Context: an optimization exercise on an open-source flow, tuned for small area. The choices shown serve that exercise and are no tape-out recipe.
Only simulation tests tie the RTL to the original design; equivalence was not proved.
Power and IR drop assume default switching activity.

<file path="flow/config.mk">
export PLATFORM = sky130hd
export DESIGN_NAME = reg_file_mp
export DESIGN_NICKNAME = reg_file_mp
export VERILOG_FILES = /design/flow/design.v
export SDC_FILE = /design/flow/constraint.sdc
export NUM_CORES = 4
export LEC_CHECK = 0
export CAP_MARGIN = 20
export CORE_MARGIN = 2
export CORE_UTILIZATION = 40
export SLEW_MARGIN = 20
</file>
<file path="flow/constraint.sdc">
create_clock -name core_clock -period 5.0 [get_ports {clk}]
set_input_delay 1.0000 -clock core_clock [delete_from_list [all_inputs] [get_ports {clk}]]
set_output_delay 1.0000 -clock core_clock [all_outputs]
set_load 0.01 [all_outputs]
</file>
<file path="flow/design.v">
module reg_file_mp #(
    parameter int DATA_WIDTH = 32,
    parameter int ADDR_WIDTH = 5,
    parameter int NUM_READ   = 2,
    parameter bit ZERO_REG   = 1'b1
) (
    input  logic                           clk,
    input  logic                           reset,
    input  logic                           writeEnable,
    input  logic [ADDR_WIDTH-1:0]          writeAddress,
    input  logic [DATA_WIDTH-1:0]          writeData,
    input  logic [DATA_WIDTH/8-1:0]        writeByteEnable,
    input  logic                           issueValid,
    input  logic [ADDR_WIDTH-1:0]          issueAddress,
    input  logic [NUM_READ*ADDR_WIDTH-1:0] readAddress,
    output logic [NUM_READ*DATA_WIDTH-1:0] readData,
    output logic [NUM_READ-1:0]            readBusy,
    output logic [2**ADDR_WIDTH-1:0]       busyVector
);
    localparam int DEPTH  = 2**ADDR_WIDTH;
    localparam int NBYTES = DATA_WIDTH/8;
    logic [DATA_WIDTH-1:0]          mem_q [DEPTH];
    logic [DEPTH-1:0]               busy_q;
    logic [DEPTH-1:0]               busy_d;
    logic [DATA_WIDTH-1:0]          wr_merged_d;
    logic                           wr_commit_s;
    logic [NUM_READ*DATA_WIDTH-1:0] rd_data_q;
    logic [NUM_READ*DATA_WIDTH-1:0] rd_data_d;
    logic [NUM_READ-1:0]            rd_busy_q;
    logic [NUM_READ-1:0]            rd_busy_d;
    always_comb begin
        wr_merged_d = mem_q[writeAddress];
        for (int b = 0; b < NBYTES; b++) begin
            if (writeByteEnable[b]) begin
                wr_merged_d[8*b +: 8] = writeData[8*b +: 8];
            end else begin
                wr_merged_d[8*b +: 8] = mem_q[writeAddress][8*b +: 8];
            end
        end
        wr_commit_s = writeEnable &&
                      !(ZERO_REG && (writeAddress == {ADDR_WIDTH{1'b0}}));
    end
    always_comb begin
        busy_d = busy_q;
        for (int i = 0; i < DEPTH; i++) begin
            busy_d[i] = (ZERO_REG && (i == 0)) ? 1'b0 :
                        (issueValid  && (issueAddress == ADDR_WIDTH'(i)))  ? 1'b1 :
                        (writeEnable && (writeAddress == ADDR_WIDTH'(i)))  ? 1'b0 :
                        busy_q[i];
        end
    end
    always_comb begin
        rd_data_d = {(NUM_READ*DATA_WIDTH){1'b0}};
        rd_busy_d = {NUM_READ{1'b0}};
        for (int p = 0; p < NUM_READ; p++) begin
            rd_data_d[p*DATA_WIDTH +: DATA_WIDTH] =
                (ZERO_REG && (readAddress[p*ADDR_WIDTH +: ADDR_WIDTH] == {ADDR_WIDTH{1'b0}}))
                    ? {DATA_WIDTH{1'b0}} :
                (wr_commit_s && (writeAddress == readAddress[p*ADDR_WIDTH +: ADDR_WIDTH]))
                    ? wr_merged_d :
                mem_q[readAddress[p*ADDR_WIDTH +: ADDR_WIDTH]];
            rd_busy_d[p] = busy_d[readAddress[p*ADDR_WIDTH +: ADDR_WIDTH]];
        end
    end
    always_ff @(posedge clk) begin
        if (reset) begin
            for (int i = 0; i < DEPTH; i++) begin
                mem_q[i] <= {DATA_WIDTH{1'b0}};
            end
            busy_q    <= {DEPTH{1'b0}};
            rd_data_q <= {(NUM_READ*DATA_WIDTH){1'b0}};
            rd_busy_q <= {NUM_READ{1'b0}};
        end else begin
            if (wr_commit_s) begin
                mem_q[writeAddress] <= wr_merged_d;
            end
            busy_q    <= busy_d;
            rd_data_q <= rd_data_d;
            rd_busy_q <= rd_busy_d;
        end
    end
    assign readData   = rd_data_q;
    assign readBusy   = rd_busy_q;
    assign busyVector = busy_q;
endmodule
</file>
<file path="flow/run.sh">
#!/bin/bash
# synth_recipe.tcl (not shown) runs the flow's synth.tcl, then flattens the netlist and writes it again
# the make line also repeats each setting of config.mk as NAME=value (left out here)
make -C /OpenROAD-flow-scripts/flow DESIGN_CONFIG=/design/flow/config.mk WORK_HOME=/design/flow/orfs CLKGATE_MAP_FILE= SYNTH_SCRIPT=/design/flow/synth_recipe.tcl finish
</file>
==> impl_metrics.tcl, run 1 <==
set metrics [dict create \
    dr_wl_met2_um 111000 \
    antenna_found_initial 5 \
    cts_setup_buffers 0 \
    cts-hold-fix-buffers 0 \
    place_congestion 0.897 \
    finalSetupTns_ns 0 \
    pwr-share-comb_pct 15.0 \
    cts_tree "done" \
    avgSynthCellArea_um2 15.4 \
    setup_ws_ns 1.36 \
    root_buffer "clkbuf_16" \
    layoutNonFillerInstCount 6460 \
    worstPathMaxFanout 28 \
    hold_viol_final 0 \
    yosysSeqAreaShare_pct 51.1 \
    min_period_ns 3.64 \
    clock_path_buffers 3 \
    syn_to_final_growth_pct 15.1 \
    hpwl_um 146000 \
    dp_slack_ns 0.700 \
    slew_headroom_pct 25.6 \
    outcome "no timing/DRC/antenna violations" \
    final_cell_mix "1028 x nor2_1, 1024 x edfxtp_1, 934 x mux4_2" \
    ant_nets 0 \
    grtUsageTotal_pct 29.9 \
    drtPass1Iterations 6 \
    fp-row-count 146 \
    p_clk_share_pct 40.5 \
    crit_path_start_kind "primary input" \
    fmax_ghz 0.274 \
    wl_um 243000 \
    max_cap_viol_count 0 \
    layout-drive-gt1-share_pct 36.0 \
    overflow 0 \
    cts_sinks 1121 \
    async_flop_share_pct 0 \
    grt_max_degree 92 \
    synth_edf_count 1024 \
    io_buffers 156 \
    cp_data_required_time_ns 5.41 \
    tightest_slew_ns 1.12 \
    htreeDepth 4 \
    p_switching_mw 6.27 \
    cts_buffers 131 \
    grt_pass1_vias 43500 \
    wl_met1_um 87300 \
    grt_setup_unrepaired "no" \
    dieArea_um2 163000 \
    fp.dieW_um 404 \
    cts-resized-gates 0 \
    grt_pass1_wl_um 339000 \
    setup_viol 0 \
    synth-seq-cells 1121 \
    powerDensity_nw_per_um2 331 \
    clk_latency_ns 0.78 \
    pwr-share-seq_pct 44.6 \
    fin_nets 4344 \
    end_kind "register" \
    p_int_mw 18.1 \
    wl_met3_um 31200 \
    synth_area_um2 64000 \
    final_common_cell "nor2_1" \
    ys_dominant_reg_cell "edfxtp_1" \
    switching_share_pct 25.7 \
    max-vdd-ir-drop_mv 0.358 \
    vias 44200 \
    placed_area_um2 69300 \
    postSynthCellCount 4165 \
    yosys_warnings 1 \
    die_h_um 404 \
    critPathArrivalTime_ns 4.06 \
    fin_crit_sh_pct 72.9 \
    clk_pin_slew_worst_paths_ns 0.06 \
    leakage_nw 25.0 \
    fin_skew_ns 0.0228 \
    io_pins 158 \
    vias_per_cell 6.84 \
    postLayoutCellArea_um2 73600 \
    dp_cells 6223 \
    crit_type "primary input to register" \
    p_total_mw 24.4 \
    slew_viol_final 0 \
    synth.distinct_cells 62 \
    hold_class "register to register" \
    initial_core_util_pct 40.3 \
    dr.max_layer_used "met5" \
    coreArea_um2 159000 \
    drc 0 \
    routedWlPerCell_um 37.6 \
    first_iter_violations 6832 \
]
cell type report:
class | count | area, µm²
flip-flops and latches | 1121 | 32700
multi-input cells | 2596 | 29500
diodes | 4 | 10.0
clock inverters | 53 | 614
clock buffers | 180 | 3720
well taps | 2072 | 2590
repair buffers | 427 | 4450
inverters | 7 | 32.5
fillers | 13600 | 85000
cell usage after synthesis, types with 7 or more instances:
master	number	area, µm²
mux2_2	62	698
edfxtp_1	1024	30700
dfxtp_1	97	1940
nand3_1	14	70.1
nor2_1	1028	3860
o32ai_1	29	254
o22ai_1	65	407
nor2b_1	38	238
clkbuf_1	208	781
mux4_2	934	21000
mux2i_1	67	671
nand2_1	85	319
buf_2	182	911
buf_4	10	75.1
a21oi_2	29	254
o21a_1	8	60.1
and2_1	17	106
a21oi_1	13	65.1
a211oi_1	7	52.6
buf_1	69	259
nand2b_1	9	56.3
nand3b_1	8	60.1
nor3_1	42	210
o21ai_0	44	220
metrics by stage:
stage | hold slack (ns) | utilization, %
floorplan | 0.534 | -
global route | 0.591 | 46.4
detailed placement | 0.533 | 43.7
finish | 0.538 | 46.4
global placement | 0.532 | 43.7
CTS | 0.540 | 46.4
layer usage:
metal / global-route usage, % / up-vias
met3: 7.83 / 707
met5: 0.238 / -
met4: 14.7 / 6
li1: - / 16900
met1: 40.0 / 23100
met2: 45.4 / 3514
final timing paths:
check | startpoint | end | slack [ns] | depth (start not counted)
min | busy_q[11]$_SDFF_PP0_ | busy_q[11]$_SDFF_PP0_ | 0.54 | 2
max reg2reg | mem_q[15][19]$_SDFFCE_PN0P_ | mem_q[30][19]$_SDFFCE_PN0P_ | 2.09 | 7
max | writeAddress[4] | mem_q[29][8]$_SDFFCE_PN0P_ | 1.36 | 7
min reg2reg | busy_q[11]$_SDFF_PP0_ | busy_q[11]$_SDFF_PP0_ | 0.54 | 2
critical path, cell delays in order:
cell and delay (ns):
buf_2 0.43, buf_4 0.58, nand3b_1 0.52, nor2_1 0.47, nand3_2 0.32, nand2_2 0.20, buf_4 0.47
logic make-up (layout without fill, tap and decap cells):
kind of cell    after synthesis  in the layout  share of synthesized area (%)
mux                        1063           1063                           35.0
compound gates              219            219                           2.37
flops                      1121           1121                           51.1
xor+xnor                     10             10                          0.137
simple gates               1271           1271                           8.07
buf+inv                     480            667                           3.28
other cells                   1             37                        0.00586
flip-flops by register name, summed over array words and instances (netlist names):
signal	cells
rd_data_q	64
rd_busy_q	2
mem_q	1024
busy_q	31
power groups by stage:
stage	combinational, mW	clock [mW]	sequential (mW)
final	3.64	9.85	10.9
after global routing	3.75	10.3	10.9
after global placement	3.58	0	11.0
after CTS	3.60	9.94	10.9
after floorplan	2.25	0	11.0
after detailed placement	3.58	0	11.0
==> run 2: changes to the inputs <==
==> flow/design.v (replaced) <==
module reg_file_mp #(
    parameter int DATA_WIDTH = 32,
    parameter int ADDR_WIDTH = 5,
    parameter int NUM_READ   = 2,
    parameter bit ZERO_REG   = 1'b1
) (
    input  logic                           clk,
    input  logic                           reset,
    input  logic                           writeEnable,
    input  logic [ADDR_WIDTH-1:0]          writeAddress,
    input  logic [DATA_WIDTH-1:0]          writeData,
    input  logic [DATA_WIDTH/8-1:0]        writeByteEnable,
    input  logic                           issueValid,
    input  logic [ADDR_WIDTH-1:0]          issueAddress,
    input  logic [NUM_READ*ADDR_WIDTH-1:0] readAddress,
    output logic [NUM_READ*DATA_WIDTH-1:0] readData,
    output logic [NUM_READ-1:0]            readBusy,
    output logic [2**ADDR_WIDTH-1:0]       busyVector
);
    localparam int DEPTH  = 2**ADDR_WIDTH;
    localparam int NBYTES = DATA_WIDTH/8;
    localparam int FIRST  = ZERO_REG ? 1 : 0;
    wire  [DATA_WIDTH-1:0]          mem_q [DEPTH];
    wire  [DEPTH-1:0]               busy_q;
    logic [NUM_READ*ADDR_WIDTH-1:0] rd_addr_q;
    if (ZERO_REG) begin : g_zero
        assign mem_q[0]  = {DATA_WIDTH{1'b0}};
        assign busy_q[0] = 1'b0;
    end
    logic [DATA_WIDTH-1:0] wr_data_s;
    assign wr_data_s = writeData & {DATA_WIDTH{~reset}};
    for (genvar i = FIRST; i < DEPTH; i++) begin : g_reg
        logic                  wr_hit_s;
        logic [DATA_WIDTH-1:0] word_q;
        logic                  busy_r;
        assign wr_hit_s = writeEnable && (writeAddress == ADDR_WIDTH'(i));
        for (genvar b = 0; b < NBYTES; b++) begin : g_byte
            always_ff @(posedge clk) begin
                if (reset || (wr_hit_s && writeByteEnable[b])) begin
                    word_q[8*b +: 8] <= wr_data_s[8*b +: 8];
                end
            end
        end
        always_ff @(posedge clk) begin
            if (reset) begin
                busy_r <= 1'b0;
            end else if (issueValid && (issueAddress == ADDR_WIDTH'(i))) begin
                busy_r <= 1'b1;
            end else if (wr_hit_s) begin
                busy_r <= 1'b0;
            end
        end
        assign mem_q[i]  = word_q;
        assign busy_q[i] = busy_r;
    end
    always_ff @(posedge clk) begin
        rd_addr_q <= readAddress;
    end
    always_comb begin
        readData = {(NUM_READ*DATA_WIDTH){1'b0}};
        readBusy = {NUM_READ{1'b0}};
        for (int p = 0; p < NUM_READ; p++) begin
            for (int i = FIRST; i < DEPTH; i++) begin
                if (rd_addr_q[p*ADDR_WIDTH +: ADDR_WIDTH] == ADDR_WIDTH'(i)) begin
                    readData[p*DATA_WIDTH +: DATA_WIDTH] =
                        readData[p*DATA_WIDTH +: DATA_WIDTH] | mem_q[i];
                    readBusy[p] = readBusy[p] | busy_q[i];
                end
            end
        end
    end
    assign busyVector = busy_q;
endmodule
==> run 2 against run 1 <==
The layout now fails its checks (negative setup slack). Setup slack lost 1.5 ns. Final cell count shrank 15%. Combinational power shrank 31%. Cell area shrank 23%. Count of clock-buffer cells in the layout shrank 42. Flip-flop and latch count shrank 88. Area after synthesis shrank 26%. Die area shrank 25%. Sequential share of layout area grew 9.3 points. First-iteration DRC count grew 43%. Non-clock buffer count grew 38. Highest routed layer unchanged.
==> impl_metrics.tcl, run 2 <==
set metrics [dict create \
    die_h_um 349 \
    coreArea_um2 118000 \
    slew_viol_final 0 \
    largest_register_ffs 992 \
    fillers 10300 \
    tightest_slew_ns 1.26 \
    max_cap_viol_count 0 \
    dp_cells 5207 \
    io_pins 158 \
    setup_viol 21 \
    synth.distinct_cells 72 \
    fmax_ghz 0.194 \
    clk_pin_slew_worst_paths_ns 0.06 \
    fp.dieW_um 349 \
    layoutNonFillerInstCount 5483 \
    crit_type "register to output pin" \
    clk_latency_ns 0.74 \
    cts_tree "done" \
    first_iter_violations 9803 \
    drc 0 \
    cts-hold-fix-buffers 0 \
    hold_class "register to register" \
    final_util_pct 48.3 \
    vias 42600 \
    drtPass1Iterations 9 \
    cp_data_required_time_ns 4.00 \
    fin_crit_sh_pct 103 \
    min_period_ns 5.16 \
    outcome "failed layout checks" \
    regMostFlops "g.word_q" \
    yosysSeqAreaShare_pct 64.3 \
    synth_edf_count 992 \
    grt_pass1_wl_um 356000 \
    antenna_found_initial 25 \
    powerDensity_nw_per_um2 385 \
    grtUsageTotal_pct 44.1 \
    ant_nets 0 \
    htreeDepth 3 \
    hold_viol_final 0 \
    cts_sinks 1033 \
    hpwl_um 178000 \
    leakage_nw 20.8 \
    fp-row-count 126 \
    clock_path_buffers 3 \
    vias_per_cell 7.77 \
    synth_area_leaders "edfxtp_1 63%, a22oi_1 8.6%, and3_1 3.6%" \
    slew_headroom_pct 15.8 \
    place_congestion 1.07 \
    avgSynthCellArea_um2 13.4 \
    layout-drive-gt1-share_pct 18.5 \
    setup_ws_ns -0.155 \
    crit_path_start_kind "register" \
    final_common_cell "edfxtp_1" \
    cts_buffers 112 \
    synth.top_cell.area_share_pct 62.5 \
    synthTopCellsByCount "992 x edfxtp_1, 543 x a22oi_1, 276 x and3_1" \
    so_faults "negative setup slack" \
    overflow 0 \
    end_kind "output pin" \
    root_buffer "clkbuf_16" \
    synth-seq-cells 1033 \
    final_cell_mix "992 x edfxtp_1, 542 x a22oi_1, 275 x and3_1" \
    routedWlPerCell_um 50.6 \
    max-vdd-ir-drop_mv 0.373 \
    grt_max_degree 134 \
    post-synth-top-count-cell "edfxtp_1" \
    wl_um 277000 \
    io_buffers 156 \
    initial_core_util_pct 40.3 \
    syn_to_final_growth_pct 19.7 \
    yosysTopAreaCell "edfxtp_1" \
    synth_area_um2 47600 \
    dieArea_um2 122000 \
    critPathArrivalTime_ns 4.16 \
    worstPathMaxFanout 9 \
    async_flop_share_pct 0 \
    reg_top3 "g.word_q: 992 flops, g.busy_r: 31 flops, rd_addr_q: 10 flops" \
    yosys_warnings 1 \
    grt_pass1_vias 38800 \
    fin_nets 3881 \
    postSynthCellCount 3567 \
    fin_skew_ns 0 \
    ys_dominant_reg_cell "edfxtp_1" \
]
## run 2: final timing paths
check,from,to,depth (start not counted),slack (ns)
worst max-delay path,rd_addr_q[5]$_DFF_P_,readData[36],9,-0.16
worst min-delay path,g_reg[28].busy_r$_SDFFE_PP0P_,g_reg[28].busy_r$_SDFFE_PP0P_,2,0.55
worst max register to register,g_reg[13].busy_r$_SDFFE_PP0P_,g_reg[13].busy_r$_SDFFE_PP0P_,2,4.07
worst min register to register,g_reg[28].busy_r$_SDFFE_PP0P_,g_reg[28].busy_r$_SDFFE_PP0P_,2,0.55
## run 2: repair_timing
item	in CTS	in global routing
buffers inserted	24	10
pin swaps	3	2
gates resized for setup	21	40
cloned	0	1
endpoints found under the setup margin	61	48
## run 2: final cells by class
| cell class | instances | area, µm² | area share, % |
|---|---|---|---|
| antenna | 31 | 77.6 | 0.136 |
| clock buffer | 138 | 2990 | 5.25 |
| clock inverter | 71 | 722 | 1.27 |
| inverter | 9 | 33.8 | 0.0592 |
| multi-input combinational | 2200 | 16200 | 28.4 |
| sequential | 1033 | 30600 | 53.7 |
| tap | 1536 | 1920 | 3.37 |
| timing repair buffer | 465 | 4420 | 7.75 |
## run 2: metal layers
| layer | part of all wire (%) | wire [µm] | vias up | global-route usage, % |
|---|---|---|---|---|
| li1 | - | - | 15300 | - |
| met4 | 9.3 | 25800 | 24 | 31.8 |
| met3 | 18 | 48800 | 1504 | 22.7 |
| met2 | 39 | 108000 | 5033 | 58.7 |
| met1 | 34 | 94800 | 20800 | 54.0 |
| met5 | 0.18 | 505 | - | 2.28 |
## run 2: kinds of logic (layout without fill, tap and decap cells)
group	Yosys count	in the layout	synth area share, %
simple gates	964	965	11.6
buf+inv	335	683	3.30
compound gates	1079	1079	17.3
flops	1033	1033	64.3
other cells	1	32	0.00787
mux	155	155	3.48
## run 2: stage by stage
| stage | worst slack (ns) | hold WS, ns | area, µm² | setup TNS, ns | total power, mW |
|---|---|---|---|---|---|
| 6_report | -0.155 | 0.549 | 57000 | -1.33 | 22.0 |
| 5_1_grt | -0.00160 | 0.583 | 57000 | -0.00295 | 22.2 |
| 4_1_cts | 0.00280 | 0.551 | 56600 | 0 | 21.7 |
| 3_5_place_dp | 0.449 | 0.540 | 52500 | 0 | 13.2 |
| 3_3_place_gp | 0.345 | 0.538 | 52500 | 0 | 13.2 |
| 2_1_floorplan | 1.85 | 0.467 | 47600 | 0 | 11.7 |
## run 2: critical path, cell delays in order, from the launching register on
cell	delay, ns
dfxtp_4	0.53
buf_6	0.25
nand2_1	0.27
buf_12	0.27
nor2_2	0.61
buf_4	0.42
a22oi_1	0.12
nand4_1	0.17
or4_1	0.19
clkdlybuf4s50_1	0.55
## run 2: where the power goes
| part | switching [mW] | internal [mW] | leakage [nW] |
|---|---|---|---|
| clock | 3.71 | 4.92 | 1.82 |
| sequential | 0.525 | 10.3 | 9.91 |
| combinational | 1.75 | 0.772 | 9.05 |
| total | 5.99 | 16.0 | 20.8 |
==> run 3: changes to the inputs <==
--- a/flow/design.v
+++ b/flow/design.v
@@ -29,14 +29,20 @@
     end
     logic [DATA_WIDTH-1:0] wr_data_s;
     assign wr_data_s = writeData & {DATA_WIDTH{~reset}};
+    logic [NBYTES-1:0] byte_off_n;
+    assign byte_off_n = ~(writeByteEnable | {NBYTES{reset}});
     for (genvar i = FIRST; i < DEPTH; i++) begin : g_reg
         logic                  wr_hit_s;
+        logic                  row_off_n;
+        logic [NBYTES-1:0]     byte_load_s;
         logic [DATA_WIDTH-1:0] word_q;
         logic                  busy_r;
-        assign wr_hit_s = writeEnable && (writeAddress == ADDR_WIDTH'(i));
+        assign wr_hit_s  = writeEnable && (writeAddress == ADDR_WIDTH'(i));
+        assign row_off_n = ~(wr_hit_s || reset);
         for (genvar b = 0; b < NBYTES; b++) begin : g_byte
+            rf_nor2 u_load (.a(row_off_n), .b(byte_off_n[b]), .y(byte_load_s[b]));
             always_ff @(posedge clk) begin
-                if (reset || (wr_hit_s && writeByteEnable[b])) begin
+                if (byte_load_s[b]) begin
                     word_q[8*b +: 8] <= wr_data_s[8*b +: 8];
                 end
             end
@@ -56,18 +62,57 @@
     always_ff @(posedge clk) begin
         rd_addr_q <= readAddress;
     end
-    always_comb begin
-        readData = {(NUM_READ*DATA_WIDTH){1'b0}};
-        readBusy = {NUM_READ{1'b0}};
-        for (int p = 0; p < NUM_READ; p++) begin
-            for (int i = FIRST; i < DEPTH; i++) begin
-                if (rd_addr_q[p*ADDR_WIDTH +: ADDR_WIDTH] == ADDR_WIDTH'(i)) begin
-                    readData[p*DATA_WIDTH +: DATA_WIDTH] =
-                        readData[p*DATA_WIDTH +: DATA_WIDTH] | mem_q[i];
-                    readBusy[p] = readBusy[p] | busy_q[i];
+    localparam int NTERM  = DEPTH - FIRST;
+    localparam int NGROUP = (NTERM + 2) / 3;
+    for (genvar p = 0; p < NUM_READ; p++) begin : g_port
+        logic [DEPTH-1:0] sel_s;
+        always_comb begin
+            for (int i = 0; i < DEPTH; i++) begin
+                sel_s[i] = (rd_addr_q[p*ADDR_WIDTH +: ADDR_WIDTH] == ADDR_WIDTH'(i));
+            end
+        end
+        for (genvar c = 0; c <= DATA_WIDTH; c++) begin : g_col
+            logic [NGROUP-1:0] grp_n;
+            for (genvar g = 0; g < NGROUP; g++) begin : g_grp
+                localparam int R0 = FIRST + 3*g;
+                logic [2:0] s_v, d_v;
+                for (genvar k = 0; k < 3; k++) begin : g_k
+                    if (R0 + k < DEPTH) begin : g_on
+                        assign s_v[k] = sel_s[R0+k];
+                        assign d_v[k] = (c == DATA_WIDTH) ? busy_q[R0+k] : mem_q[R0+k][c];
+                    end else begin : g_off
+                        assign s_v[k] = 1'b0;
+                        assign d_v[k] = 1'b0;
+                    end
                 end
+                if (R0 + 2 < DEPTH) begin : g_full
+                    rf_aoi222 u_aoi (.a(s_v), .b(d_v), .y(grp_n[g]));
+                end else begin : g_part
+                    assign grp_n[g] = ~|(s_v & d_v);
+                end
+            end
+            logic bit_s;
+            assign bit_s = ~&grp_n;
+            if (c == DATA_WIDTH) begin : g_busy
+                assign readBusy[p] = bit_s;
+            end else begin : g_data
+                assign readData[p*DATA_WIDTH + c] = bit_s;
             end
         end
     end
     assign busyVector = busy_q;
 endmodule
+module rf_aoi222 (
+    input  logic [2:0] a,
+    input  logic [2:0] b,
+    output logic       y
+);
+    assign y = ~|(a & b);
+endmodule
+module rf_nor2 (
+    input  logic a,
+    input  logic b,
+    output logic y
+);
+    assign y = ~(a | b);
+endmodule
--- a/flow/config.mk
+++ b/flow/config.mk
@@ -9,3 +9,4 @@
 export CORE_MARGIN = 2
 export CORE_UTILIZATION = 40
 export SLEW_MARGIN = 20
+export SYNTH_HIERARCHICAL = 1
==> run 3 against run 2 <==
The layout still fails its checks (negative setup slack). Setup slack got worse by 0.0068 ns. Sequential power about the same. Flip-flop and latch count is the same. Critical path depth decreased by 2. Clock power is 11% lower. Count of clock-buffer cells in the layout fell by 13. Critical endpoint is now readData[6]. Largest power group unchanged.
==> impl_metrics.tcl, run 3 <==
set metrics [dict create \
    clock_path_buffers 3 \
    fin_crit_sh_pct 103 \
    avgSynthCellArea_um2 17.2 \
    postLayoutCellArea_um2 49100 \
    grtUsageTotal_pct 28.9 \
    coreArea_um2 103000 \
    synthTopCellsByCount "992 x edfxtp_1, 660 x a222oi_1, 195 x nor2_1" \
    reg2reg_depth 1 \
    grt_pass1_vias 29400 \
    synth.top_cell.area_share_pct 71.3 \
    dieArea_um2 107000 \
    drtPass1Iterations 14 \
    synth_area_leaders "edfxtp_1 71%, a222oi_1 16%, nand4_1 2.0%" \
    crit_type "register to output pin" \
    setup_viol 19 \
    wl_um 161000 \
    layoutNonFillerInstCount 4180 \
    powerDensity_nw_per_um2 412 \
    io_pins 158 \
    clk_pin_slew_worst_paths_ns 0.06 \
    largest_register_ffs 992 \
    pwr-share-comb_pct 8.6 \
    clk_latency_ns 0.68 \
    tightest_slew_ns 1.28 \
    r2r-end "g_reg[19].busy_r$_SDFFE_PP0P_" \
    ant_nets 0 \
    max_cap_viol_count 0 \
    fp.dieW_um 327 \
    grt_setup_unrepaired "yes" \
    critPathArrivalTime_ns 4.16 \
    syn_to_final_growth_pct 17.6 \
    yosysSeqAreaShare_pct 73.3 \
    layout-drive-gt1-share_pct 15.9 \
    p_total_mw 20.2 \
    holdPathEnd "g_reg[9].busy_r$_SDFFE_PP0P_" \
    multi_input_area_um2 10700 \
    routedWlPerCell_um 38.5 \
    fin_nets 2774 \
    antenna_found_initial 12 \
    cts_tree "done" \
    cts_buffers 101 \
    hold_start "g_reg[9].busy_r$_SDFFE_PP0P_" \
    synth_edf_count 992 \
    place_congestion 1.00 \
    crit_path_start_kind "register" \
    setup_ws_ns -0.162 \
    io_buffers 156 \
    fmax_ghz 0.194 \
    p_int_mw 15.4 \
    dp_cells 3990 \
    synth_area_um2 41800 \
    dp_slack_ns 0.564 \
    slew_headroom_pct 14.8 \
    cp_data_required_time_ns 4.00 \
    regMostFlops "g.word_q" \
    hpwl_um 111000 \
    p_clk_share_pct 38.1 \
    htreeDepth 3 \
    vias 31000 \
    reg_top3 "g.word_q: 992 flops, g.busy_r: 31 flops, rd_addr_q: 10 flops" \
    grt_max_degree 54 \
    placed_area_um2 45700 \
    cts_sinks 1033 \
    final_util_pct 47.5 \
    vias_per_cell 7.42 \
    async_flop_share_pct 0 \
    grt_pass1_wl_um 220000 \
    so_faults "negative setup slack" \
    switching_share_pct 23.9 \
    final_cell_mix "992 x edfxtp_1, 660 x a222oi_1, 154 x clkdlybuf4s50_1" \
    synth-seq-cells 1033 \
    max-vdd-ir-drop_mv 0.266 \
    hold_class "register to register" \
    fp-row-count 118 \
    final_common_cell "edfxtp_1" \
    end_kind "output pin" \
    ys_dominant_reg_cell "edfxtp_1" \
    drc 0 \
    outcome "failed layout checks" \
    synth.distinct_cells 41 \
    reg2reg_slack_ns 3.98 \
    fillers 8634 \
    yosysTopAreaCell "edfxtp_1" \
    first_iter_violations 8483 \
    fin_skew_ns 0 \
    hold-path-cell-count 1 \
    postSynthCellCount 2425 \
    cts_setup_buffers 0 \
    pwr-share-seq_pct 53.3 \
    die_h_um 327 \
    slew_viol_final 0 \
    leakage_nw 15.8 \
    seq_area_um2 30600 \
    yosys_warnings 7 \
    post-synth-top-count-cell "edfxtp_1" \
    overflow 0 \
    holdWs_ns 0.579 \
    p_switching_mw 4.85 \
    finalSetupTns_ns -0.876 \
    worstPathMaxFanout 33 \
    root_buffer "clkbuf_16" \
    hold_viol_final 0 \
    cts-hold-fix-buffers 0 \
    initial_core_util_pct 40.4 \
    min_period_ns 5.16 \
    rr_startpoint "g_reg[19].busy_r$_SDFFE_PP0P_" \
]
## run 3: cell count changes in the layout (fill, tap and decap cells not counted), sizes merged, moves of 60 or more
cell | before | now
a2111o | 0 | 66
mux2i | 80 | 0
a2111oi | 92 | 0
mux2 | 74 | 0
and3 | 277 | 1
a22oi | 543 | 0
a222oi | 26 | 660
nand3 | 100 | 2
o21ai | 60 | 0
buf | 309 | 156
a21o | 124 | 0
nor2 | 116 | 197
## run 3: what timing repair did
item,4_1_cts,5_1_grt
resized for setup,2,6
setup endpoints to repair,2,10
pin swaps,3,6
## run 3: worst max-delay path: stages, from the launching register on
cell and delay (ns):
dfxtp_1 0.36, nand2b_1 0.46, nor2_2 0.06, buf_4 0.32, a222oi_1 1.07, nand4_1 0.30, a2111o_1 0.39, clkdlybuf4s50_1 0.49
## run 3: layer usage
layer | GRT usage, % | wire (µm)
met1 | 36.5 | 56100
met2 | 43.5 | 70800
met3 | 10.6 | 24700
met4 | 14.8 | 8800
met5 | 2.97 | 537
## run 3: kinds of logic (layout without fill, tap and decap cells)
family / after synthesis / in the layout / synth area share (%)
AOI/OAI and AO/OA: 788 / 788 / 18.8
and+or+nand+nor: 476 / 476 / 5.78
DFF: 1033 / 1033 / 73.3
other: 1 / 11 / 0.00897
buffers and inverters: 127 / 492 / 2.18
## run 3: worst max path at each step
stage / startpoint / endpoint / slack (ns) / cells after the start
after floorplan: rd_addr_q[0]$_DFF_P_ / readData[20] / 1.44 / 6
after global placement: rd_addr_q[9]$_DFF_P_ / readBusy[1] / 0.59 / 7
after detailed placement: rd_addr_q[9]$_DFF_P_ / readBusy[1] / 0.56 / 7
after CTS: rd_addr_q[7]$_DFF_P_ / readBusy[1] / 0.008 / 7
after global routing: rd_addr_q[1]$_DFF_P_ / readData[0] / -0.06 / 7
final: rd_addr_q[1]$_DFF_P_ / readData[6] / -0.16 / 7
## run 3: power by group through the flow
stage / sequential (mW) / clock [mW] / combinational (mW)
3_3_place_gp: 10.9 / 0 / 1.67
6_report: 10.8 / 7.71 / 1.74
5_1_grt: 10.9 / 8.06 / 1.79
3_5_place_dp: 10.9 / 0 / 1.69
4_1_cts: 10.8 / 7.73 / 1.70
2_1_floorplan: 10.8 / 0 / 0.919
## run 3: area by class of cell
| class | count | share of cell area, % |
|---|---|---|
| Clock buffer | 125 | 5.50 |
| Sequential cell | 1033 | 62.3 |
| Clock inverter | 54 | 1.22 |
| Antenna cell | 10 | 0.0509 |
| Inverter | 2 | 0.0153 |
| Tap cell | 1380 | 3.52 |
| Timing Repair Buffer | 311 | 5.67 |
| Multi-Input combinational cell | 1265 | 21.7 |
## run 3: modules after synthesis, one instance, submodules excluded
module       cell area, µm²  cells  flops+latches  times used
rf_aoi222              10.0      1              0         660
rf_nor2                3.75      1              0         124
reg_file_mp           34700   1641           1033           1
==> run 4: changes to the inputs <==
--- a/flow/design.v
+++ b/flow/design.v
@@ -22,7 +22,6 @@
     localparam int FIRST  = ZERO_REG ? 1 : 0;
     wire  [DATA_WIDTH-1:0]          mem_q [DEPTH];
     wire  [DEPTH-1:0]               busy_q;
-    logic [NUM_READ*ADDR_WIDTH-1:0] rd_addr_q;
     if (ZERO_REG) begin : g_zero
         assign mem_q[0]  = {DATA_WIDTH{1'b0}};
         assign busy_q[0] = 1'b0;
@@ -59,16 +58,28 @@
         assign mem_q[i]  = word_q;
         assign busy_q[i] = busy_r;
     end
-    always_ff @(posedge clk) begin
-        rd_addr_q <= readAddress;
-    end
     localparam int NTERM  = DEPTH - FIRST;
     localparam int NGROUP = (NTERM + 2) / 3;
+    localparam int LO_BITS = ADDR_WIDTH / 2;
+    localparam int LO_N    = 2**LO_BITS;
+    localparam int HI_N    = 2**(ADDR_WIDTH - LO_BITS);
     for (genvar p = 0; p < NUM_READ; p++) begin : g_port
-        logic [DEPTH-1:0] sel_s;
+        logic [ADDR_WIDTH-1:0] ra_s;
+        logic [LO_N-1:0]       pre_lo_q;
+        logic [HI_N-1:0]       pre_hi_q;
+        logic [DEPTH-1:0]      sel_s;
+        assign ra_s = readAddress[p*ADDR_WIDTH +: ADDR_WIDTH];
+        always_ff @(posedge clk) begin
+            for (int j = 0; j < LO_N; j++) begin
+                pre_lo_q[j] <= (ra_s[LO_BITS-1:0] == LO_BITS'(j));
+            end
+            for (int j = 0; j < HI_N; j++) begin
+                pre_hi_q[j] <= (ra_s[ADDR_WIDTH-1:LO_BITS] == (ADDR_WIDTH-LO_BITS)'(j));
+            end
+        end
         always_comb begin
             for (int i = 0; i < DEPTH; i++) begin
-                sel_s[i] = (rd_addr_q[p*ADDR_WIDTH +: ADDR_WIDTH] == ADDR_WIDTH'(i));
+                sel_s[i] = pre_hi_q[i / LO_N] & pre_lo_q[i % LO_N];
             end
         end
         for (genvar c = 0; c <= DATA_WIDTH; c++) begin : g_col
@@ -79,7 +90,11 @@
                 for (genvar k = 0; k < 3; k++) begin : g_k
                     if (R0 + k < DEPTH) begin : g_on
                         assign s_v[k] = sel_s[R0+k];
-                        assign d_v[k] = (c == DATA_WIDTH) ? busy_q[R0+k] : mem_q[R0+k][c];
+                        if (c == DATA_WIDTH) begin : g_b
+                            assign d_v[k] = busy_q[R0+k];
+                        end else begin : g_d
+                            assign d_v[k] = mem_q[R0+k][c];
+                        end
                     end else begin : g_off
                         assign s_v[k] = 1'b0;
                         assign d_v[k] = 1'b0;
==> run 4 against run 3 <==
The run now finishes clean. Largest power group unchanged. Area after synthesis increased by 0.42%. Routed wire length decreased by 1.0%. Sequential share of layout area increased by 0.63 points. Via count increased by 0.35%.
==> impl_metrics.tcl, run 4 <==
set metrics [dict create \
    crit_path_start_kind "register" \
    hold_class "register to register" \
    min_period_ns 4.86 \
    fp-row-count 118 \
    max-vdd-ir-drop_mv 0.283 \
    leakage_nw 15.2 \
    hold_viol_final 0 \
    syn_to_final_growth_pct 16.9 \
    place_congestion 0.979 \
    dieArea_um2 108000 \
    postSynthCellCount 2429 \
    cp_num_buf_inv 2 \
    avgSynthCellArea_um2 17.3 \
    cts_sinks 1047 \
    synth.distinct_cells 27 \
    slew_viol_final 0 \
    yosys_warnings 7 \
    initial_core_util_pct 40.4 \
    hold_start "g_reg[1].busy_r$_SDFFE_PP0P_" \
    tightest_slew_ns 1.21 \
    end_kind "output pin" \
    synthTopCellsByCount "992 x edfxtp_1, 660 x a222oi_1, 136 x nor2_1" \
    cts_buffers 104 \
    grtUsageTotal_pct 28.7 \
    crit_family "simple AND/OR/NAND/NOR gates" \
    slowest_stage "clkdlybuf4s50_1" \
    grt_setup_unrepaired "no" \
    coreArea_um2 104000 \
    largest_register_ffs 992 \
    critPathArrivalTime_ns 3.86 \
    powerDensity_nw_per_um2 422 \
    reg_top3 "g.word_q: 992 flops, g.busy_r: 31 flops, g_port.pre_hi_q: 16 flops" \
    slew_headroom_pct 18.9 \
    regMostFlops "g.word_q" \
    clk_latency_ns 0.68 \
    grt-busiest-layer "met2" \
    hold-path-cell-count 1 \
    holdPathEnd "g_reg[1].busy_r$_SDFFE_PP0P_" \
    fin_nets 2765 \
    slowest_delay_ns 0.60 \
    synth_area_um2 42000 \
    grt_pass1_vias 29800 \
    reg2reg_slack_ns 4.09 \
    setup_viol 0 \
    synth.top_cell.area_share_pct 71.0 \
    crit_path_frequent_cell "nand4_1" \
    drc 0 \
    yosysTopAreaCell "edfxtp_1" \
    final_common_cell "edfxtp_1" \
    root_buffer "clkbuf_16" \
    cts-hold-fix-buffers 0 \
    yosysSeqAreaShare_pct 73.6 \
    vias 31100 \
    fmax_ghz 0.206 \
    layout-drive-gt1-share_pct 12.0 \
    hpwl_um 105000 \
    io_buffers 156 \
    max_cap_viol_count 0 \
    dp_cells 3979 \
    routedWlPerCell_um 38.1 \
    grt_pass1_wl_um 222000 \
    htreeDepth 3 \
    outcome "no timing/DRC/antenna violations" \
    r2r-end "g_reg[7].busy_r$_SDFFE_PP0P_" \
    clock_path_buffers 3 \
    clk_pin_slew_worst_paths_ns 0.06 \
    gr-usage-met1_pct 38.4 \
    first_iter_violations 8614 \
    use_met3_pct 8.94 \
    fin_skew_ns 0 \
    crit_type "register to output pin" \
    wl_um 159000 \
    fp.dieW_um 328 \
    rr_startpoint "g_reg[7].busy_r$_SDFFE_PP0P_" \
    die_h_um 328 \
    async_flop_share_pct 0 \
    cp_data_required_time_ns 4.00 \
    final_cell_mix "992 x edfxtp_1, 660 x a222oi_1, 155 x clkdlybuf4s50_1" \
    fin_crit_sh_pct 97.3 \
    vias_per_cell 7.44 \
    synth-seq-cells 1047 \
    drtPass1Iterations 13 \
    ys_dominant_reg_cell "edfxtp_1" \
    cts_tree "done" \
    reg2reg_depth 1 \
    worstPathMaxFanout 18 \
    synth_edf_count 992 \
    finalSetupTns_ns 0 \
    synth_area_leaders "edfxtp_1 71%, a222oi_1 16%, dfxtp_1 2.6%" \
    cts-resized-gates 0 \
    grt_max_degree 62 \
    ant_nets 0 \
    grtUsageMet2_pct 43.4 \
    cts_setup_buffers 0 \
    final_util_pct 47.3 \
    layoutNonFillerInstCount 4179 \
    overflow 0 \
    io_pins 158 \
    post-synth-top-count-cell "edfxtp_1" \
    crit_chain "and2_1 > buf_4 > a222oi_1 > nand4_1 > a21oi_1 > nand4_1 > clkdlybuf4s50_1" \
    antenna_found_initial 13 \
]
==> run 4: changes by cell type after synthesis, sizes merged, moves of 4 or more <==
cell | before | now
a2111o | 66 | 0
a21oi | 27 | 97
a41oi | 4 | 0
and2 | 1 | 65
and3b | 2 | 6
and4 | 1 | 67
dfxtp | 41 | 55
nand2 | 72 | 3
nand2b | 7 | 3
nand3b | 6 | 0
nor2 | 197 | 136
nor2b | 34 | 38
nor3b | 1 | 7
or3b | 4 | 0
==> run 4: final cells by class <==
| cell class | instances | area (µm²) |
|---|---|---|
| Fill cell | 8763 | 54700 |
| Sequential cell | 1047 | 30900 |
| Multi-Input combinational cell | 1263 | 10400 |
| Clock buffer | 128 | 2830 |
| Timing Repair Buffer | 289 | 2590 |
| Tap cell | 1380 | 1730 |
| Clock inverter | 67 | 664 |
| Antenna cell | 5 | 12.5 |
==> run 4: worst max-delay path by stage <==
stage | start | end | depth (start not counted)
finish | g_port[1].pre_lo_q[2]$_DFF_P_ | readData[63] | 7
global route | g_port[1].pre_lo_q[2]$_DFF_P_ | readData[63] | 7
CTS | g_port[1].pre_lo_q[2]$_DFF_P_ | readData[63] | 7
detailed placement | g_port[1].pre_lo_q[2]$_DFF_P_ | readData[63] | 7
global placement | g_port[1].pre_lo_q[1]$_DFF_P_ | readData[36] | 7
floorplan | reset | g_reg[10].word_q[10]$_DFFE_PP_ | 4
==> run 4: cells by family after synthesis <==
family / count (synthesis) / synth area share, %
and+or+nand+nor: 474 / 6.82
AOI/OAI and AO/OA: 788 / 17.6
DFF: 1047 / 73.6
buffers and inverters: 119 / 2.00
other: 1 / 0.00894
==> run 4: power breakdown <==
group	total, mW	switching (mW)	internal, mW
logic	1.77	1.20	0.562
clock network	8.03	3.35	4.67
registers	10.9	0.414	10.5
total	20.7	4.97	15.7
==> run 4: stage by stage <==
| step | area [µm²] | power (mW) | hold WS [ns] | setup slack, ns |
|---|---|---|---|---|
| 2_1_floorplan | 42000 | 11.8 | 0.495 | 1.94 |
| 4_1_cts | 49000 | 20.7 | 0.552 | 0.239 |
| 6_report | 49100 | 20.7 | 0.547 | 0.136 |
| 5_1_grt | 49100 | 21.2 | 0.591 | 0.0548 |
| 3_5_place_dp | 45600 | 12.8 | 0.537 | 0.983 |
| 3_3_place_gp | 45500 | 12.7 | 0.526 | 0.957 |
==> run 4: Yosys stat by module, one instance, submodules excluded <==
module       cells  flops+latches  copies in the design
reg_file_mp   1645           1047                     1
rf_aoi222        1              0                   660
rf_nor2          1              0                   124
==> run 4: per-layer routing <==
metal | vias up | share of wire, %
met5 | - | 0.036
met4 | 10 | 5.1
met3 | 478 | 16
met2 | 3009 | 43
met1 | 15500 | 35
li1 | 12100 | -
==> run 5: changes to the inputs <==
==> flow/flow/run.sh (new file) <==
#!/bin/bash
# Own layout flow: the standard flow (standard synthesis unchanged), with
# smaller port buffers, smaller clock-tree buffers and no CTS dummy loads.
set -euo pipefail
export BUFFER_PORTS_ARGS="-buffer_cell sky130_fd_sc_hd__buf_1"
export CTS_ARGS="-sink_clustering_enable -repair_clock_nets -dont_use_dummy_load -root_buf sky130_fd_sc_hd__clkbuf_16 -buf_list sky130_fd_sc_hd__clkbuf_8"
bash standard.sh > standard_flow.log 2>&1
==> flow/standard.sh (new file) <==
#!/bin/bash
# synth_recipe.tcl (not shown) runs the flow's synth.tcl, then flattens the netlist and writes it again
# the make line also repeats each setting of config.mk as NAME=value (left out here)
make -C /OpenROAD-flow-scripts/flow DESIGN_CONFIG=/design/flow/config.mk WORK_HOME=/design/flow/orfs CLKGATE_MAP_FILE= SYNTH_SCRIPT=/design/flow/synth_recipe.tcl "${@:-finish}"
removed: flow/run.sh
==> run 5 against run 4 <==
Total power shrank 11%. Die area is the same. Sequential share of layout area is 3.4 points higher. Non-clock buffer count shrank 38. Count of clock-buffer cells in the layout is 35 higher. Utilization decreased by 2.4 points. Area after synthesis stayed put. Clock skew is the same. Combinational power down 11%. Via count is essentially flat. Setup slack gained 0.46 ns. Largest cell class unchanged. Highest routed layer unchanged.
==> impl_metrics.tcl, run 5 <==
set metrics [dict create \
    synth_area_um2 42000 \
    cts-hold-fix-buffers 0 \
    root_buffer "clkbuf_16" \
    synth-seq-cells 1047 \
    dieArea_um2 108000 \
    fp.dieW_um 328 \
    fillers 8980 \
    max_cap_viol_count 0 \
    cts_sinks 1047 \
    final_cell_mix "992 x edfxtp_1, 660 x a222oi_1, 162 x clkbuf_8" \
    outcome "no timing/DRC/antenna violations" \
    antenna_found_initial 16 \
    regMostFlops "g.word_q" \
    cts_tree "done" \
    grt_pass1_wl_um 219000 \
    routedWlPerCell_um 38.6 \
    synthTopCellsByCount "992 x edfxtp_1, 660 x a222oi_1, 136 x nor2_1" \
    fin_crit_sh_pct 88.0 \
    leakage_nw 14.0 \
    path_depth 7 \
    layout-drive-gt1-share_pct 11.6 \
    reg2reg_depth 1 \
    yosys_warnings 7 \
    grt_pass1_vias 29200 \
    synth.top_cell.area_share_pct 71.0 \
    yosysSeqAreaShare_pct 73.6 \
    slowest_stage "a222oi_1" \
    fin_skew_ns 0 \
    postSynthCellCount 2429 \
    crit_family "compound AO/OA/AOI/OAI gates" \
    crit_path_start_kind "register" \
    synth.distinct_cells 27 \
    ys_dominant_reg_cell "edfxtp_1" \
    final_util_pct 44.9 \
    grtUsageTotal_pct 28.6 \
    async_flop_share_pct 0 \
    initial_core_util_pct 40.4 \
    first_iter_violations 8779 \
    cts_buffers 163 \
    yosysTopAreaCell "edfxtp_1" \
    hpwl_um 103000 \
    holdWs_ns 0.525 \
    dr_wl_met2_um 68400 \
    p_total_mw 18.4 \
    grt_setup_unrepaired "no" \
    placed_area_um2 44300 \
    fin_nets 2786 \
    worstPathMaxFanout 25 \
    clk_pin_slew_worst_paths_ns 0.06 \
    fmax_ghz 0.227 \
    clock_path_buffers 3 \
    dr.max_layer_used "met5" \
    tightest_slew_ns 1.26 \
    ant_nets 0 \
    setup_viol 0 \
    clk_latency_ns 0.66 \
    end_kind "output pin" \
    hold_class "primary input to register" \
    hold-path-cell-count 2 \
    grt_max_degree 51 \
    reg_top3 "g.word_q: 992 flops, g.busy_r: 31 flops, g_port.pre_hi_q: 16 flops" \
    vias 31100 \
    wl_um 159000 \
    place_congestion 1.02 \
    hold_viol_final 0 \
    finalSetupTns_ns 0 \
    postLayoutCellArea_um2 46600 \
    avgSynthCellArea_um2 17.3 \
    layoutNonFillerInstCount 4113 \
    powerDensity_nw_per_um2 395 \
    vias_per_cell 7.56 \
    synth_edf_count 992 \
    io_pins 158 \
    slew_headroom_pct 15.9 \
    dp_cells 3939 \
    post-synth-top-count-cell "edfxtp_1" \
    slew_viol_final 0 \
    cts_setup_buffers 0 \
    crit_type "register to output pin" \
    wl_met3_um 28800 \
    cts-resized-gates 0 \
    synth_area_leaders "edfxtp_1 71%, a222oi_1 16%, dfxtp_1 2.6%" \
    dp_slack_ns 1.23 \
    cp_data_required_time_ns 4.00 \
    max-vdd-ir-drop_mv 0.241 \
    largest_register_ffs 992 \
    coreArea_um2 104000 \
    wl_met1_um 54600 \
    cp_num_buf_inv 2 \
    syn_to_final_growth_pct 11.0 \
    final_common_cell "edfxtp_1" \
    crit_path_frequent_cell "nand4_1" \
    overflow 0 \
    setup_ws_ns 0.598 \
    drtPass1Iterations 15 \
    drc 0 \
    io_buffers 156 \
    min_period_ns 4.40 \
    fp-row-count 118 \
    critPathArrivalTime_ns 3.40 \
    slowest_delay_ns 0.79 \
    crit_chain "and2_1 > buf_4 > a222oi_1 > nand4_1 > a21oi_1 > nand4_1 > buf_1" \
    die_h_um 328 \
    htreeDepth 4 \
]
## run 5: cell count changes in the layout (fill, tap and decap cells not counted), sizes merged, moves of 4 or more
cell	delta
clkdlybuf4s50	-155
buf	+116
clkinvlp	-7
diode	+4
clkinv	-46
clkbuf	+36
bufinv	-13
## run 5: final timing paths
check	from	endpoint	slack [ns]
setup / recovery	g_port[0].pre_lo_q[0]$_DFF_P_	readData[7]	0.60
hold / removal	readAddress[5]	g_port[1].pre_lo_q[0]$_DFF_P_	0.53
setup reg to reg	g_reg[19].busy_r$_SDFFE_PP0P_	g_reg[19].busy_r$_SDFFE_PP0P_	4.29
hold reg to reg	g_reg[26].busy_r$_SDFFE_PP0P_	g_reg[26].busy_r$_SDFFE_PP0P_	0.55
## run 5: layer usage
metal | up-vias | track usage (%)
met4 | 22 | 10.7
met3 | 452 | 11.4
met5 | - | 0
li1 | 12000 | -
met2 | 3137 | 42.5
met1 | 15500 | 37.6
## run 5: power breakdown
part	total (mW)	internal, mW	switching, mW
registers	10.9	10.5	0.399
clock network	5.90	2.89	3.02
logic	1.57	0.374	1.20
## run 5: area by class of cell
cell class                      instances  area (µm²)  area share, %
Sequential cell                      1047       30900           66.3
Multi-Input combinational cell       1263       10400           22.3
Clock buffer                          163        2250           4.84
Tap cell                             1380        1730           3.71
Timing Repair Buffer                  251        1300           2.80
Antenna cell                            9        22.5         0.0484
## run 5: logic make-up after synthesis
kind of cell	count (synthesis)	share of synthesized area [%]
flops	1047	73.6
compound gates	788	17.6
simple gates	474	6.82
buf+inv	119	2.00
other cells	1	0.00894
## run 5: per-module statistics from Yosys, one instance, submodules excluded
module       cell area [µm²]  times used  flops+latches  cells
rf_nor2                 3.75         124              0      1
reg_file_mp            34900           1           1047   1645
rf_aoi222               10.0         660              0      1
==> run 6: changes to the inputs <==
==> flow/flow/run.sh (replaced) <==
#!/bin/bash
# Own layout flow: the standard flow (standard synthesis unchanged), with
# smaller port buffers, smaller clock-tree buffers and no CTS dummy loads.
set -euo pipefail
export BUFFER_PORTS_ARGS="-buffer_cell sky130_fd_sc_hd__buf_1"
export CTS_ARGS="-sink_clustering_enable -repair_clock_nets -dont_use_dummy_load -root_buf sky130_fd_sc_hd__clkbuf_16 -buf_list sky130_fd_sc_hd__clkbuf_16 -sink_clustering_size 24 -sink_clustering_max_diameter 80"
bash standard.sh > standard_flow.log 2>&1
==> run 6 against run 5 <==
Register-to-register slack is essentially flat. Die area is the same. Final cell count shrank 2.8%. Largest cell class unchanged. Clock skew is the same. Still clean on timing, DRC and antenna.
==> impl_metrics.tcl, run 6 <==
set metrics [dict create \
    place_congestion 1.02 \
    max_cap_viol_count 0 \
    cts_setup_buffers 0 \
    slowest_delay_ns 0.45 \
    multi_input_area_um2 10400 \
    final_util_pct 43.9 \
    synth_area_leaders "edfxtp_1 71%, a222oi_1 16%, dfxtp_1 2.6%" \
    dp_slack_ns 1.23 \
    avgSynthCellArea_um2 17.3 \
    cts_tree "done" \
    worstPathMaxFanout 17 \
    synth-seq-cells 1047 \
    critPathArrivalTime_ns 3.39 \
    slew_headroom_pct 14.2 \
    vias 30400 \
    hpwl_um 103000 \
    clock_path_buffers 3 \
    ys_dominant_reg_cell "edfxtp_1" \
    synth_mux_area_share_pct 0 \
    cts_buffers 50 \
    powerDensity_nw_per_um2 370 \
    cts-resized-gates 0 \
    crit_type "register to output pin" \
    synthAdderAreaFrac_pct 0 \
    rr_startpoint "g_reg[19].busy_r$_SDFFE_PP0P_" \
    fmax_ghz 0.228 \
    crit_path_frequent_cell "nand4_1" \
    holdWs_ns 0.534 \
    ant_nets 0 \
    grt_pass1_wl_um 216000 \
    leakage_nw 13.5 \
    postSynthCellCount 2429 \
    regMostFlops "g.word_q" \
    drtPass1Iterations 17 \
    fp-row-count 118 \
    hold-path-cell-count 2 \
    dieArea_um2 108000 \
    synth_top_family_by_area "compound AO/OA/AOI/OAI gates" \
    synth_area_um2 42000 \
    yosysTopAreaCell "edfxtp_1" \
    layoutNonFillerInstCount 3997 \
    hold_start "readAddress[5]" \
    reg2reg_slack_ns 4.28 \
    crit_path_start_kind "register" \
    r2r-end "g_reg[19].busy_r$_SDFFE_PP0P_" \
    reg_top3 "g.word_q: 992 flops, g.busy_r: 31 flops, g_port.pre_hi_q: 16 flops" \
    largest_register_ffs 992 \
    final_common_cell "edfxtp_1" \
    p_total_mw 16.9 \
    postLayoutCellArea_um2 45600 \
    wl_met3_um 28000 \
    reg2reg_depth 1 \
    slew_viol_final 0 \
    drc 0 \
    fp.dieW_um 328 \
    hold_viol_final 0 \
    setup_ws_ns 0.612 \
    finalSetupTns_ns 0 \
    seq_area_um2 30900 \
    async_flop_share_pct 0 \
    post-synth-top-count-cell "edfxtp_1" \
    placed_area_um2 44300 \
    final_cell_mix "992 x edfxtp_1, 660 x a222oi_1, 155 x buf_1" \
    wl_um 157000 \
    dr_wl_met2_um 68100 \
    setup_viol 0 \
    routedWlPerCell_um 39.2 \
    grt_max_degree 51 \
    synth.distinct_cells 27 \
    end_kind "output pin" \
    overflow 0 \
    fin_crit_sh_pct 87.8 \
    fin_skew_ns 0 \
    cts-hold-fix-buffers 0 \
    syn_to_final_growth_pct 8.59 \
    yosysSeqAreaShare_pct 73.6 \
    crit_chain "and2_1 > buf_4 > a222oi_1 > nand4_1 > a21oi_1 > nand4_1 > buf_1" \
    slowest_stage "and2_1" \
    grt_setup_unrepaired "no" \
    synth_edf_count 992 \
    cp_data_required_time_ns 4.00 \
    layout-drive-gt1-share_pct 7.85 \
    io_buffers 156 \
    holdPathEnd "g_port[1].pre_lo_q[0]$_DFF_P_" \
    hold_class "primary input to register" \
    yosys_warnings 7 \
    grt_pass1_vias 28300 \
    yosys.area_share.simple_pct 6.82 \
    crit_start "g_port[1].pre_lo_q[1]$_DFF_P_" \
    synthXorXnorAreaFrac_pct 0 \
    io_pins 158 \
    htreeDepth 2 \
    antenna_found_initial 17 \
    dp_cells 3939 \
    wl_met1_um 54700 \
    die_h_um 328 \
    initial_core_util_pct 40.4 \
    dr.max_layer_used "met5" \
    grtUsageTotal_pct 28.1 \
    fillers 9055 \
    clk_latency_ns 0.65 \
    tightest_slew_ns 1.29 \
    fin_nets 2673 \
    root_buffer "clkbuf_16" \
    synthTopCellsByCount "992 x edfxtp_1, 660 x a222oi_1, 136 x nor2_1" \
    synth_compound_area_share_pct 17.6 \
    cts_sinks 1047 \
    min_period_ns 4.39 \
    clk_pin_slew_worst_paths_ns 0.10 \
    coreArea_um2 104000 \
    max-vdd-ir-drop_mv 0.270 \
    synth.top_cell.area_share_pct 71.0 \
    outcome "no timing/DRC/antenna violations" \
    vias_per_cell 7.60 \
    first_iter_violations 8748 \
]
-- run 6: cell counts after synthesis --
Identical to the previous run, type by type.
-- run 6: worst max path at each step --
| stage | to | slack (ns) |
|---|---|---|
| floorplan | g_reg[10].word_q[10]$_DFFE_PP_ | 1.94 |
| global placement | g_reg[1].word_q[27]$_DFFE_PP_ | 1.34 |
| detailed placement | g_reg[1].word_q[27]$_DFFE_PP_ | 1.23 |
| CTS | readData[36] | 0.61 |
| global route | readData[35] | 0.51 |
| finish | readData[62] | 0.61 |
-- run 6: layer usage --
metal | global-route usage (%) | vias to the layer above
li1 | - | 11800
met1 | 37.5 | 15200
met2 | 42.4 | 2978
met3 | 10.7 | 379
met4 | 8.43 | 24
met5 | 0.222 | -
-- run 6: final cells by class --
type                    count  share of cell area [%]
diodes                      6                  0.0330
repair buffers            251                    2.86
multi-input cells        1263                    22.8
clock buffers              50                    2.75
well taps                1380                    3.79
flip-flops and latches   1047                    67.8
-- run 6: critical path: cells and delay by family, from the launching register on --
family	cells	cell delay, ns
AND/OR/NAND/NOR	3	1.04
AO/OA/AOI/OAI	2	0.63
buffers and inverters	2	0.61
flip-flops	1	0.39
-- run 6: cell families (layout without fill, tap and decap cells) --
group	count (synthesis)	count (layout)
buffers and inverters	119	301
AO/OA/AOI/OAI	788	788
other	1	7
flip-flops	1047	1047
AND/OR/NAND/NOR	474	474
-- run 6: per-module statistics from Yosys (local to each module, per instance) --
module	cell area (µm²)	flops+latches	times used
rf_nor2	3.75	0	124
rf_aoi222	10.0	0	660
reg_file_mp	34900	1047	1
-- run 6: where the power goes --
group	internal (mW)	total [mW]	switching, mW	leakage (nW)
Combinational	0.375	1.57	1.19	3.28
Clock	1.79	4.44	2.65	0.616
Sequential	10.5	10.9	0.398	9.57
Total	12.6	16.9	4.24	13.5
==> run 7: changes to the inputs <==
==> flow/config.mk (replaced) <==
export PLATFORM = sky130hd
export DESIGN_NAME = reg_file_mp
export DESIGN_NICKNAME = reg_file_mp
export VERILOG_FILES = /design/flow/design.v
export SDC_FILE = /design/flow/constraint.sdc
export NUM_CORES = 4
export LEC_CHECK = 0
export CAP_MARGIN = 10
export CORE_MARGIN = 2
export CORE_UTILIZATION = 50
export SLEW_MARGIN = 10
export SYNTH_HIERARCHICAL = 1
==> run 7 against run 6 <==
Still clean. Final cell count fell by 6.8%. Clock power rose by 0.9%. Global-route usage rose by 6.0 points. Sequential share of layout area rose by 0.17 points. Cell area fell by 0.25%. Non-clock buffer count rose by 27. First-iteration DRC count fell by 10%. Area after synthesis did not move. Register-to-register slack got worse by 0.05 ns. Via count fell by 1.0%. Synthesized cell count did not move. Setup slack got worse by 0.12 ns. Critical path type unchanged. Largest cell class unchanged.
==> impl_metrics.tcl, run 7 <==
set metrics [dict create \
    clock_path_buffers 3 \
    wl_um 151000 \
    holdPathEnd "g_port[0].pre_lo_q[0]$_DFF_P_" \
    ys_dominant_reg_cell "edfxtp_1" \
    grt_pass1_vias 28500 \
    fp-row-count 106 \
    tightest_slew_ns 1.25 \
    place_congestion 0.937 \
    pwr-share-seq_pct 64.2 \
    cp_data_required_time_ns 4.00 \
    fillers 6577 \
    use_met3_pct 8.01 \
    synth_edf_count 992 \
    multi_input_area_um2 10400 \
    outcome "no timing/DRC/antenna violations" \
    synth.top_cell.area_share_pct 71.0 \
    async_flop_share_pct 0 \
    final_cell_mix "992 x edfxtp_1, 660 x a222oi_1, 155 x buf_1" \
    postSynthCellCount 2429 \
    p_switching_mw 4.23 \
    grtUsageTotal_pct 34.1 \
    pwr-share-comb_pct 9.4 \
    setup_ws_ns 0.488 \
    worstPathMaxFanout 19 \
    hpwl_um 101000 \
    overflow 0 \
    slowest_delay_ns 0.91 \
    syn_to_final_growth_pct 8.32 \
    vias 30100 \
    slew_viol_final 0 \
    largest_register_ffs 992 \
    crit_start "g_port[0].pre_lo_q[2]$_DFF_P_" \
    grt_setup_unrepaired "no" \
    reg_top3 "g.word_q: 992 flops, g.busy_r: 31 flops, g_port.pre_hi_q: 16 flops" \
    cts_setup_buffers 0 \
    powerDensity_nw_per_um2 373 \
    synth_area_um2 42000 \
    hold-path-cell-count 2 \
    fin_nets 2702 \
    yosysTopAreaCell "edfxtp_1" \
    cts_buffers 52 \
    rr_startpoint "g_reg[1].busy_r$_SDFFE_PP0P_" \
    fp.dieW_um 294 \
    clk_pin_slew_worst_paths_ns 0.09 \
    htreeDepth 2 \
    crit_chain "and2_1 > a222oi_1 > nand4_1 > a21oi_1 > nand4_1 > buf_1" \
    finalSetupTns_ns 0 \
    fmax_ghz 0.222 \
    gr-usage-met1_pct 46.7 \
    crit_path_start_kind "register" \
    max_cap_viol_count 0 \
    cts_sinks 1047 \
    clk_latency_ns 0.63 \
    setup_viol 0 \
    slowest_stage "a222oi_1" \
    crit_type "register to output pin" \
    ant_nets 0 \
    layout-drive-gt1-share_pct 8.48 \
    post-synth-top-count-cell "edfxtp_1" \
    hold_viol_final 0 \
    die_h_um 294 \
    cts-hold-fix-buffers 0 \
    yosys_warnings 7 \
    first_iter_violations 7853 \
    grt_max_degree 54 \
    final_common_cell "edfxtp_1" \
    fin_crit_sh_pct 90.2 \
    hold_class "primary input to register" \
    antenna_found_initial 16 \
    coreArea_um2 83400 \
    holdWs_ns 0.553 \
    io_buffers 156 \
    reg2reg_depth 1 \
    max-vdd-ir-drop_mv 0.291 \
    vias_per_cell 8.07 \
    drc 0 \
    reg2reg_slack_ns 4.23 \
    avgSynthCellArea_um2 17.3 \
    slew_headroom_pct 16.1 \
    yosysSeqAreaShare_pct 73.6 \
    cts_tree "done" \
    regMostFlops "g.word_q" \
    p_int_mw 12.7 \
    synth.distinct_cells 27 \
    hold_start "readAddress[0]" \
    root_buffer "clkbuf_16" \
    seq_area_um2 30900 \
    cts-resized-gates 0 \
    initial_core_util_pct 50.3 \
    dp_slack_ns 1.33 \
    synthTopCellsByCount "992 x edfxtp_1, 660 x a222oi_1, 136 x nor2_1" \
    r2r-end "g_reg[1].busy_r$_SDFFE_PP0P_" \
    dieArea_um2 86300 \
    critPathArrivalTime_ns 3.51 \
    p_clk_share_pct 26.4 \
    synth_area_leaders "edfxtp_1 71%, a222oi_1 16%, dfxtp_1 2.6%" \
    routedWlPerCell_um 40.5 \
    fin_skew_ns 0 \
    grtUsageMet2_pct 52.8 \
    synth-seq-cells 1047 \
    io_pins 158 \
    leakage_nw 13.6 \
    crit_path_frequent_cell "nand4_1" \
    grt_pass1_wl_um 208000 \
    min_period_ns 4.51 \
    switching_share_pct 24.9 \
    grt-busiest-layer "met2" \
    drtPass1Iterations 14 \
    end_kind "output pin" \
]
run 7: Yosys stat by module (local to each module, per instance):
module / cells / copies in the design
reg_file_mp: 1645 / 1
rf_aoi222: 1 / 660
rf_nor2: 1 / 124
run 7: worst max-delay path: cells and delay by family, from the launching register on:
family	cells	cell delay (ns)
AO/OA/AOI/OAI	2	1.23
buffers and inverters	1	0.22
flip-flops	1	0.38
AND/OR/NAND/NOR	3	1.02
run 7: cells by family after synthesis:
| logic type | share of synthesized area (%) |
|---|---|
| compound gates | 17.6 |
| buf+inv | 2.00 |
| flops | 73.6 |
| other cells | 0.00894 |
| simple gates | 6.82 |
run 7: metal layers:
metal,share of wire [%],wire [µm]
met5,0.072,109
met4,4.8,7210
met3,15,22800
met2,45,67800
met1,35,53000
run 7: area by class of cell:
type | instances | area share, %
diodes | 5 | 0.0275
multi-input cells | 1263 | 22.8
flip-flops and latches | 1047 | 68.0
clock buffers | 52 | 2.86
repair buffers | 278 | 3.33
well taps | 1080 | 2.97
run 7: how the worst max path moves through the flow:
stage / cells after the start / end / slack (ns)
3_5_place_dp: 4 / g_reg[19].word_q[21]$_DFFE_PP_ / 1.33
6_report: 6 / readData[18] / 0.49
3_3_place_gp: 6 / readData[18] / 1.38
2_1_floorplan: 4 / g_reg[10].word_q[10]$_DFFE_PP_ / 1.94
4_1_cts: 7 / readData[21] / 0.67
5_1_grt: 6 / readData[18] / 0.50
run 7: stage by stage:
step / instances / area [µm²] / util [%] / total power [mW]
after floorplan: 2429 / 42000 / - / 11.8
after global placement: 3667 / 44100 / 52.9 / 12.5
after detailed placement: 3667 / 44100 / 52.9 / 12.6
after CTS: 3719 / 45400 / 54.4 / 16.9
after global routing: 3723 / 45400 / 54.5 / 17.3
final: 3725 / 45400 / 54.5 / 16.9
run 7: power by group through the flow:
stage                     registers [mW]  logic, mW  clock network [mW]
after floorplan                     10.9      0.891                   0
after global placement              11.0       1.51                   0
after detailed placement            11.1       1.52                   0
after CTS                           10.9       1.53                4.50
after global routing                11.0       1.62                4.77
final                               10.9       1.59                4.48

## port drivers added, routing unchanged
No port has a modelled driver above. Below, the same layouts with a new extraction and two added sets of constraints.
Step 1 (the two cells are an assumption about what drives the block):
set clk [get_ports {clk}]
set_driving_cell -lib_cell sky130_fd_sc_hd__clkbuf_16 $clk
set_driving_cell -lib_cell sky130_fd_sc_hd__buf_2 [delete_from_list [all_inputs] $clk]
Step 2 adds t to the input delays and takes it off the output delays; t is the mean of the earliest and latest rising clock arrival at the registers after step 1. Input paths then give back, and output paths get back, about the clock's delay inside the block.
Slacks: no drivers / after step 1 / after step 2; pairs: no drivers / after step 1.
run	shift t [ns]	setup WS [ns]	worst setup path at the end	worst data-port slew with drivers (ns)
run 1	0.855	1.355 / 1.308 / 0.454	input to register	0.12
run 2	0.808	-0.155 / -0.232 / 0.490	input to register	0.14
run 3	0.748	-0.162 / -0.233 / 0.515	register to output	0.24
run 4	0.746	0.136 / 0.065 / 0.811	register to output	0.18
run 5	0.748	0.598 / 0.526 / 1.119	input to register	0.21
run 6	0.727	0.612 / 0.542 / 1.092	input to register	0.21
run 7	0.712	0.488 / 0.421 / 1.132	register to output	0.15
For run 1, which loses most, drivers alone change the setup slack by -0.047 ns; drivers and shift together by -0.901 ns.
